Source: an optimization exercise on an open RTL-to-GDS flow (aim: small area). Production flows keep margins and buffers that such runs may drop.
Only simulation tests tie the RTL to the original design; equivalence was not proved.
No activity file was given, so power comes from the tool's default toggle rates.

Design reg_debug_tracker, start of the top module:
module reg_debug_tracker #(
  parameter int HOLD_FRAMES = 4,
  parameter int HOLD_W      = $clog2(HOLD_FRAMES + 1)
) (
  input  logic                 clk,
  input  logic                 reset,
  input  logic                 wb_we,
  input  logic [dbg_pkg::IDX_W-1:0] wb_rd,
  input  logic [dbg_pkg::XLEN-1:0]  wb_data,
  input  logic                 frame_start,
  input  logic                 freeze,
  output logic [dbg_pkg::NUM_REGS*dbg_pkg::XLEN-1:0] regs_out,
  output logic [dbg_pkg::NUM_REGS-1:0] changed_mask,
  output logic                 busy
);
For scale: about 5400 cells after synthesis, about 2100 flip-flops, about 1100 I/O pins, about 66000 sq um of cells after synthesis.
clock: 5.0 ns
lec_check: 0
cap_margin: 20
core_margin: 2
core_utilization: 60
place_density: 0.7
slew_margin: 20
standard.sh (not shown) runs the stock make flow with config.mk's settings and CLKGATE_MAP_FILE= SYNTH_SCRIPT=/design/flow/synth_recipe.tcl, a recipe that flattens the netlist after the stock synthesis.
==> flow/flow/run.sh <==
#!/bin/bash
# Standard ORFS layout (the standard.sh, unchanged synthesis), with two changes:
#  - port buffers are the smallest buffer, sky130_fd_sc_hd__buf_1, instead of the cell
#    buffer_ports picks by default;
#  - clock tree synthesis runs without dummy loads.
# make's full output goes to flow.log in the work folder; ORFS keeps each step's log under
# orfs/logs/.
set -euo pipefail
bash standard.sh \
  "BUFFER_PORTS_ARGS=-buffer_cell sky130_fd_sc_hd__buf_1" \
  "CTS_ARGS=-sink_clustering_enable -repair_clock_nets -dont_use_dummy_load -buf_list {sky130_fd_sc_hd__clkbuf_8} -sink_clustering_size 16 -sink_clustering_max_diameter 45" \
  finish > flow.log 2>&1
==> next run, changes <==
--- a/flow/flow/run.sh
+++ b/flow/flow/run.sh
@@ -11 +11 @@
-  "CTS_ARGS=-sink_clustering_enable -repair_clock_nets -dont_use_dummy_load -buf_list {sky130_fd_sc_hd__clkbuf_8} -sink_clustering_size 16 -sink_clustering_max_diameter 45" \
+  "CTS_ARGS=-sink_clustering_enable -repair_clock_nets -dont_use_dummy_load -buf_list {sky130_fd_sc_hd__clkbuf_4 sky130_fd_sc_hd__clkbuf_8} -sink_clustering_size 20 -sink_clustering_max_diameter 50" \
--- a/flow/config.mk
+++ b/flow/config.mk
@@ -10,2 +10,2 @@
-export CORE_UTILIZATION = 60
-export PLACE_DENSITY = 0.7
+export CORE_UTILIZATION = 75
+export PLACE_DENSITY = 0.8
=> Now the flow ended with an error in I/O pin placement (3_2_place_iop). Synthesized area stays the same. Synthesized cell count stays the same.
==> next run, changes <==
--- a/flow/config.mk
+++ b/flow/config.mk
@@ -10,2 +10,2 @@
-export CORE_UTILIZATION = 75
-export PLACE_DENSITY = 0.8
+export CORE_UTILIZATION = 60
+export PLACE_DENSITY = 0.7
The new run went through all stages and came out clean; area after synthesis stays the same; synthesized cell count is unchanged.

---

The RTL this note starts from:
==> flow/design.v <==
package dbg_pkg;
  localparam int NUM_REGS = 32;
  localparam int XLEN     = 32;
  localparam int IDX_W    = $clog2(NUM_REGS);
  typedef enum logic [1:0] {
    INIT,    
    IDLE,    
    PRIME,   
    COPY     
  } trk_state_t;
  typedef logic [XLEN-1:0]  word_t;
  typedef logic [IDX_W-1:0] reg_idx_t;
  localparam reg_idx_t LAST_IDX = reg_idx_t'(NUM_REGS - 1);
endpackage
import dbg_pkg::*;
module reg_shadow_ram (
  input  logic              clk,
  input  logic              we,
  input  dbg_pkg::reg_idx_t waddr,
  input  dbg_pkg::word_t    wdata,
  input  logic [dbg_pkg::NUM_REGS-1:0] clr,
  output logic [dbg_pkg::NUM_REGS*dbg_pkg::XLEN-1:0] words
);
  dbg_pkg::word_t mem [1:NUM_REGS-1];
  assign words[XLEN-1:0] = '0;
  for (genvar k = 1; k < NUM_REGS; k++) begin : g_word
    logic           sel, hold;
    dbg_pkg::word_t sel_v, hold_v;
    assign sel    = we && (waddr == k);
    assign hold   = !sel && !clr[k];
    assign sel_v  = {XLEN{sel}};
    assign hold_v = {XLEN{hold}};
    always_ff @(posedge clk) begin
      mem[k] <= (sel_v & wdata) | (hold_v & mem[k]);
    end
    assign words[XLEN*k +: XLEN] = mem[k];
  end
endmodule
import dbg_pkg::*;
module reg_debug_tracker #(
  parameter int HOLD_FRAMES = 4,
  parameter int HOLD_W      = $clog2(HOLD_FRAMES + 1)
) (
  input  logic                 clk,
  input  logic                 reset,
  input  logic                 wb_we,
  input  logic [dbg_pkg::IDX_W-1:0] wb_rd,
  input  logic [dbg_pkg::XLEN-1:0]  wb_data,
  input  logic                 frame_start,
  input  logic                 freeze,
  output logic [dbg_pkg::NUM_REGS*dbg_pkg::XLEN-1:0] regs_out,
  output logic [dbg_pkg::NUM_REGS-1:0] changed_mask,
  output logic                 busy
);
  localparam logic [HOLD_W-1:0] HOLD_LOAD = HOLD_W'(HOLD_FRAMES);
  dbg_pkg::trk_state_t        state;
  dbg_pkg::reg_idx_t          idx;        
  dbg_pkg::word_t             snap [1:NUM_REGS-1];  
  assign regs_out[XLEN-1:0] = '0;
  for (genvar g = 1; g < NUM_REGS; g++) begin : g_regs_out
    assign regs_out[XLEN*g +: XLEN] = snap[g];
  end
  logic frozen;
  assign frozen = freeze;
  logic wb_accept;
  logic frame_accept;
  assign wb_accept    = (state != INIT) && wb_we && (wb_rd != '0);
  assign frame_accept = (state == IDLE) && frame_start && !frozen;
  logic              pw_v;
  dbg_pkg::reg_idx_t pw_a;
  dbg_pkg::word_t    pw_d;
  logic [NUM_REGS*XLEN-1:0] shadow;
  logic [NUM_REGS-1:0]      idx_hit;    
  logic [NUM_REGS-1:0]      sweep_clr;
  always_ff @(posedge clk) begin
    pw_v <= wb_accept;
    pw_a <= wb_rd;
    pw_d <= wb_data;
  end
  for (genvar k = 0; k < NUM_REGS; k++) begin : g_idx_hit
    assign idx_hit[k]   = (idx == k);
    assign sweep_clr[k] = (state == INIT) && idx_hit[k];
  end
  reg_shadow_ram u_ram (
    .clk   (clk),
    .we    (pw_v),
    .waddr (pw_a),
    .wdata (pw_d),
    .clr   (sweep_clr),
    .words (shadow)
  );
  always_ff @(posedge clk) begin
    if (reset) begin
      state   <= INIT;
      idx     <= '0;
      busy    <= 1'b1;
    end else begin
      unique case (state)
        INIT: begin
          if (idx == LAST_IDX) begin
            state <= IDLE;
            idx   <= '0;
            busy  <= 1'b0;
          end else begin
            idx <= idx + 1'b1;
          end
        end
        IDLE: begin
          if (frame_accept) begin
            state   <= PRIME;
            idx     <= '0;
            busy    <= 1'b1;
          end
        end
        PRIME: begin
          state   <= COPY;
        end
        COPY: begin
          if (idx == LAST_IDX) begin
            state <= IDLE;
            idx   <= '0;
            busy  <= 1'b0;
          end else begin
            idx <= idx + 1'b1;
          end
        end
        default: begin
          state <= INIT;
          idx   <= '0;
          busy  <= 1'b1;
        end
      endcase
    end
  end
  for (genvar k = 1; k < NUM_REGS; k++) begin : g_snap
    logic           ld, ld_ok, hd_ok;
    dbg_pkg::word_t ld_v, hd_v;
    assign ld    = (state == COPY) && idx_hit[k];
    assign ld_ok = !reset && ld;
    assign hd_ok = !reset && !ld;
    assign ld_v  = {XLEN{ld_ok}};
    assign hd_v  = {XLEN{hd_ok}};
    always_ff @(posedge clk) begin
      snap[k] <= (ld_v & shadow[XLEN*k +: XLEN]) | (hd_v & snap[k]);
    end
  end
  logic run, f_run, nf_run, w_run;    
  assign run    = !reset;
  assign f_run  = frame_accept && run;
  assign nf_run = !frame_accept && run;
  assign w_run  = wb_accept && run;
  logic [2:0] hs [1:NUM_REGS-1];
  assign changed_mask[0] = 1'b0;
  for (genvar i = 1; i < NUM_REGS; i++) begin : g_hs
    logic w, t1, t2;
    assign w  = w_run && (wb_rd == i);
    assign t1 = (f_run & hs[i][1]) | (nf_run & hs[i][2]);
    assign t2 = (f_run & hs[i][0]) | (nf_run & hs[i][1]);
    assign changed_mask[i] = hs[i][2] | hs[i][1];
    always_ff @(posedge clk) begin
      hs[i] <= {t1 | (w & t2),
                t2 & !w,
                w | (hs[i][0] & run & !(frame_accept & hs[i][2] & hs[i][1]))};
    end
  end
endmodule
export LEC_CHECK = 0
export CAP_MARGIN = 0
export CORE_MARGIN = 2
export CORE_UTILIZATION = 60
export PLACE_DENSITY = 0.7
export SLEW_MARGIN = 0
create_clock -name core_clock -period 5.0 [get_ports {clk}]
==> flow/flow/run.sh <==
#!/bin/bash
# Standard ORFS layout (the standard.sh, unchanged synthesis), with two changes:
#  - port buffers are the smallest buffer, sky130_fd_sc_hd__buf_1, instead of the cell
#    buffer_ports picks by default;
#  - clock tree synthesis builds the tree from clkbuf_8 only, with sink clusters of at most
#    16 flip-flops within 45 um, and without dummy loads.
# make's full output goes to flow.log in the work folder; ORFS keeps each step's log under
# orfs/logs/.
set -euo pipefail
bash standard.sh \
  "BUFFER_PORTS_ARGS=-buffer_cell sky130_fd_sc_hd__buf_1" \
  "CTS_ARGS=-sink_clustering_enable -repair_clock_nets -dont_use_dummy_load -buf_list {sky130_fd_sc_hd__clkbuf_8} -sink_clustering_size 16 -sink_clustering_max_diameter 45" \
  finish > flow.log 2>&1
Edit:
--- a/flow/flow/run.sh
+++ b/flow/flow/run.sh
@@ -5,2 +5 @@
-#  - clock tree synthesis builds the tree from clkbuf_8 only, with sink clusters of at most
-#    16 flip-flops within 45 um, and without dummy loads.
+#  - clock tree synthesis runs without dummy loads.
@@ -12 +11 @@
-  "CTS_ARGS=-sink_clustering_enable -repair_clock_nets -dont_use_dummy_load -buf_list {sky130_fd_sc_hd__clkbuf_8} -sink_clustering_size 16 -sink_clustering_max_diameter 45" \
+  "CTS_ARGS=-sink_clustering_enable -repair_clock_nets -dont_use_dummy_load -buf_list {sky130_fd_sc_hd__clkbuf_16} -sink_clustering_size 24 -sink_clustering_max_diameter 60" \
Settings changed: CAP_MARGIN 0 to 20, SLEW_MARGIN 0 to 20.
- combinational power barely changes
- power is higher by 5.5%
- sequential share of layout area goes down by 0.90 points
- cell count drops by 0.41%
- first-iteration DRC count came out higher by 6.4%
- wire length hardly moves
- clock skew drops by 0.035 ns
- setup slack improved by 0.042 ns
- die area does not change
- global-route usage grows by 0.13 points
Edit:
--- a/flow/flow/run.sh
+++ b/flow/flow/run.sh
@@ -5 +5,2 @@
-#  - clock tree synthesis runs without dummy loads.
+#  - clock tree synthesis builds the tree from clkbuf_16 only, with sink clusters of at most
+#    28 flip-flops within 70 um, and without dummy loads.
@@ -11 +12 @@
-  "CTS_ARGS=-sink_clustering_enable -repair_clock_nets -dont_use_dummy_load -buf_list {sky130_fd_sc_hd__clkbuf_16} -sink_clustering_size 24 -sink_clustering_max_diameter 60" \
+  "CTS_ARGS=-sink_clustering_enable -repair_clock_nets -dont_use_dummy_load -buf_list {sky130_fd_sc_hd__clkbuf_16} -sink_clustering_size 28 -sink_clustering_max_diameter 70" \
Settings changed: CAP_MARGIN 20 to 5, SLEW_MARGIN 20 to 5.
The new run ran to the end with no violations.
Combinational power stays flat.
Wire length went down slightly.
Design area goes down slightly.
Setup slack gets worse by 0.0082 ns.
Edit:
--- a/flow/flow/run.sh
+++ b/flow/flow/run.sh
@@ -5,2 +5,2 @@
-#  - clock tree synthesis builds the tree from clkbuf_16 only, with sink clusters of at most
-#    28 flip-flops within 70 um, and without dummy loads.
+#  - clock tree synthesis builds the tree from clkbuf_8 only, with sink clusters of at most
+#    16 flip-flops within 45 um, and without dummy loads.
@@ -12 +12 @@
-  "CTS_ARGS=-sink_clustering_enable -repair_clock_nets -dont_use_dummy_load -buf_list {sky130_fd_sc_hd__clkbuf_16} -sink_clustering_size 28 -sink_clustering_max_diameter 70" \
+  "CTS_ARGS=-sink_clustering_enable -repair_clock_nets -dont_use_dummy_load -buf_list {sky130_fd_sc_hd__clkbuf_8} -sink_clustering_size 16 -sink_clustering_max_diameter 45" \
Settings changed: CAP_MARGIN 5 to 20, CORE_UTILIZATION 60 to 50, PLACE_DENSITY 0.7 to 0.6, SLEW_MARGIN 5 to 20.
Outcome:
- sequential cell count is unchanged
- clock skew increases by 0.056 ns
- clock-buffer cell count is higher by 91
- power barely changes

[separate check: timing with driven ports]
No port has a modelled driver above. Below, the same layouts with a new extraction and two added sets of constraints. Step 1 assumes that a clkbuf_16 drives the clock port and a buf_2 every other input. Step 2, shift: input delay + t, output delay - t, t = (earliest + latest rising clock arrival at the registers) / 2. This alone moves slack from input paths to output paths. Slacks: ideal / step 1 / step 2; pairs: ideal / step 1.
run	shift t [ns]	setup WS [ns]	latest minus earliest clock arrival (ns)	worst data-port slew with drivers (ns)
the first run of note 1	0.936	1.962 / 1.962 / 1.669	0.104 / 0.103	0.09
the third run of note 1	0.925	1.934 / 1.934 / 1.692	0.093 / 0.093	0.09
the first run of note 2	0.958	1.928 / 1.928 / 1.724	0.093 / 0.093	0.08
the second run of note 2	0.813	1.970 / 1.970 / 1.709	0.067 / 0.066	0.09
the third run of note 2	0.772	1.962 / 1.962 / 1.715	0.093 / 0.093	0.08
the fourth run of note 2	0.980	2.019 / 2.019 / 1.568	0.122 / 0.122	0.10
After both steps setup and hold are still met in every run listed. For the fourth run of note 2, which loses most, drivers alone change the setup slack by 0.000 ns; drivers and shift together by -0.451 ns.
